This is an optimization exercise on Yosys and OpenROAD, whose aim is small area, a short achievable clock period and few clock cycles per item, not a production implementation.
In this exercise RTL edits were held to simulation tests only and were not proved equivalent to the original.

==> flow/design.v (excerpt) <==
module triangle_tangent_frame (
   input  logic        clock,
   input  logic        reset,
   input  logic        req_valid,
   output logic        req_ready,
   input  logic [31:0] req_pos_x,
   input  logic [31:0] req_pos_y,
   input  logic [31:0] req_pos_z,
   input  logic [31:0] req_tex_u,
   input  logic [31:0] req_tex_v,
   output logic        rsp_valid,
   input  logic        rsp_ready,
   output logic [15:0] rsp_tangent_x,
   output logic [15:0] rsp_tangent_y,
   output logic [15:0] rsp_tangent_z,
   output logic [15:0] rsp_bitan_x,
   output logic [15:0] rsp_bitan_y,
   output logic [15:0] rsp_bitan_z,
   output logic [1:0]  rsp_vertex_slot,
   output logic        rsp_degenerate,
   output logic        rsp_last_of_triangle
);
   localparam int NB = NORM_BITS;
   localparam logic [4:0] C_DET  = 5'd1;
   localparam logic [4:0] C_NT   = 5'd4;
   localparam logic [4:0] C_TAKE = 5'd5;    
   localparam logic [4:0] C_NB   = 5'd7;
   localparam logic [4:0] C_PT   = 5'd9;
   localparam logic [4:0] C_LAST = 5'd10;
   logic [1:0]           corner_ff;
   logic [4:0][31:0]     c0_ff;                  
   logic signed [DW-1:0] e0_ff [3];
   logic signed [DW-1:0] du0_ff, dv0_ff;
   logic                 req_fire, c2_take;
   logic [4:0][31:0]     rv;
   logic signed [DW-1:0] dl [5];
   logic                 mrun_ff;
   logic [4:0]           mcyc_ff;
   logic [AW-1:0]        acc_ff;
   logic [AW-1:0]        raw_ff [2];
   logic                 flip_ff;
   logic                 tpar_ff;                
   logic [NB-1:0]        sv_ff [4][3];
   logic [2:0]           neg_ff [4];
   logic                 zero_ff [4];
   logic [3:0]           sbusy_ff;               
   logic [3:0]           sfree;
   logic [1:0]           nslot;
   logic [AW-1:0]        m_y;
   logic                 m_stall, m_start, m_last, m_adv;
  ...
Size: ~22,000 cells after synthesis, roughly 1,800 flip-flops, ~270 I/O pins.
make LEC_CHECK=0 CAP_MARGIN=20 CORE_MARGIN=2 CORE_UTILIZATION=40 SETUP_SLACK_MARGIN=2 SLEW_MARGIN=20 finish   # period 11.0 ns
run.sh (not shown) runs the stock make flow with config.mk's settings and CLKGATE_MAP_FILE= SYNTH_SCRIPT=/design/flow/synth_recipe.tcl, a recipe that flattens the netlist after the stock synthesis.
Testbench counts at the start, summed over its fixed seeds: cycles 3,078, triangles 256.
Then changed:
Settings changed: SETUP_SLACK_MARGIN 2 to 3, TNS_END_PERCENT from default to 10.
Result:
- The new run passed the timing, DRC and antenna checks
- routed wire length increases by 1.8%
- sequential share of layout area decreases by 0.37 points
- clock-buffer cell count decreases by 4
- global-route usage increases by 0.34 points
- worst hold slack is better by 0.0094 ns
- fmax decreases by 1.9%
- cell area increases by 1.6%
- non-clock buffer count increases by 163
- setup slack is worse by 0.18 ns
- synthesized area does not change
Then changed:
Settings changed: CAP_MARGIN 20 to 30, SETUP_SLACK_MARGIN 3 to 1.75, SLEW_MARGIN 20 to 30, TNS_END_PERCENT 10 to default.
Effect:
- utilization falls by 1.1 points
- routed wire length drops by 1.4%
- critical path depth is higher by 1
- design area goes down by 2.4%
- count of clock-buffer cells in the layout rises by 13
- via count decreases by 1.3%
Then changed:
Settings changed: CAP_MARGIN 30 to 20, SETUP_SLACK_MARGIN 1.75 to 3, SLEW_MARGIN 30 to 20.
=> The changed run finished clean. Count of clock-buffer cells in the layout decreases by 32. Via count rises by about 2.8%. Cell area rises by 5.9%.


triangle_tangent_frame, a different RTL version from the one above (not shown whole).
Size in the first run: roughly 22,000 cells after synthesis, about 190,000 um^2 of cells after synthesis.
clock: 11.0 ns
lec_check: 0
cap_margin: 20
core_margin: 2
core_utilization: 55
setup_slack_margin: 3
slew_margin: 20
Testbench counts at the start, summed over its fixed seeds: cycles 3,057, triangles 256.
Next try:
- CORE_UTILIZATION: 55 -> 40
After rerunning: Worst hold slack got worse by 0.021 ns; non-clock buffer count drops by 55; clock skew fell by 0.012 ns; wire length decreases by 0.90%; global-route usage falls by 13 points; utilization goes down by 18 points.


triangle_tangent_frame, a different RTL version from the one above (not shown whole).
Size: ~15000 cells after synthesis, about 1600 flip-flops, roughly 270 I/O pins, ~140000 µm² of cells after synthesis.
clock: 11.0 ns
lec_check: 0
cap_margin: 20
core_margin: 2
core_utilization: 40
slew_margin: 20
The first run completed without violations.
Testbench counts at the start, summed over its fixed seeds: cycles 5,581, triangles 256.
Edit:
--- a/flow/config.mk
+++ b/flow/config.mk
@@ -7,2 +7,3 @@
 export LEC_CHECK = 0
+export ABC_CLOCK_PERIOD_IN_PS = 8500
 export CAP_MARGIN = 20
What happened: The new run ran to the end with no violations; register-to-register slack is about the same; final area stays the same; worst setup slack is unchanged; via count is unchanged; routed wire length stays the same; synthesized area stays the same.

what the ideal ports hide:
In the flow no input, the clock included, has a driving cell. The finished layouts below were timed again as built, in two steps. Step 1 (the two cells are an assumption about what drives the block):
set clk [get_ports {clock}]
set_driving_cell -lib_cell sky130_fd_sc_hd__clkbuf_16 $clk
set_driving_cell -lib_cell sky130_fd_sc_hd__buf_2 [delete_from_list [all_inputs] $clk]
Step 2 times the ports against the registers' clock, not the clock port: input delays grow and output delays shrink by t, the midpoint of the rising clock arrivals with the driver on. Three values: no drivers, after step 1, after step 2; two values: the first two.
run	t, ns	setup slack, ns	worst setup path at the end	slew at the worst register clock pin (ns)	worst data-port slew with drivers (ns)
the first run of note 1	1.091	1.790 / 1.790 / 1.009	input to register	0.07 / 0.07	0.23
the second run of note 1	1.100	1.608 / 1.608 / 0.984	input to register	0.08 / 0.08	0.21
the third run of note 1	1.075	1.772 / 1.772 / 1.033	input to register	0.09 / 0.09	0.19
the fourth run of note 1	1.069	1.961 / 1.961 / 1.961	register to register	0.09 / 0.09	0.22
the first run of note 2	1.087	1.452 / 1.452 / 1.452	register to register	0.08 / 0.08	0.22
the second run of note 2	1.084	1.645 / 1.645 / 1.645	register to register	0.08 / 0.08	0.33
the first run of note 3	0.978	0.908 / 0.908 / 0.908	register to register	0.08 / 0.08	0.21
the second run of note 3	0.978	0.908 / 0.908 / 0.908	register to register	0.08 / 0.08	0.21
After both steps every run listed still meets setup and hold. The setup slack of the first run of note 1, which loses most, moves by 0.000 ns with the drivers and by -0.781 ns with both steps.
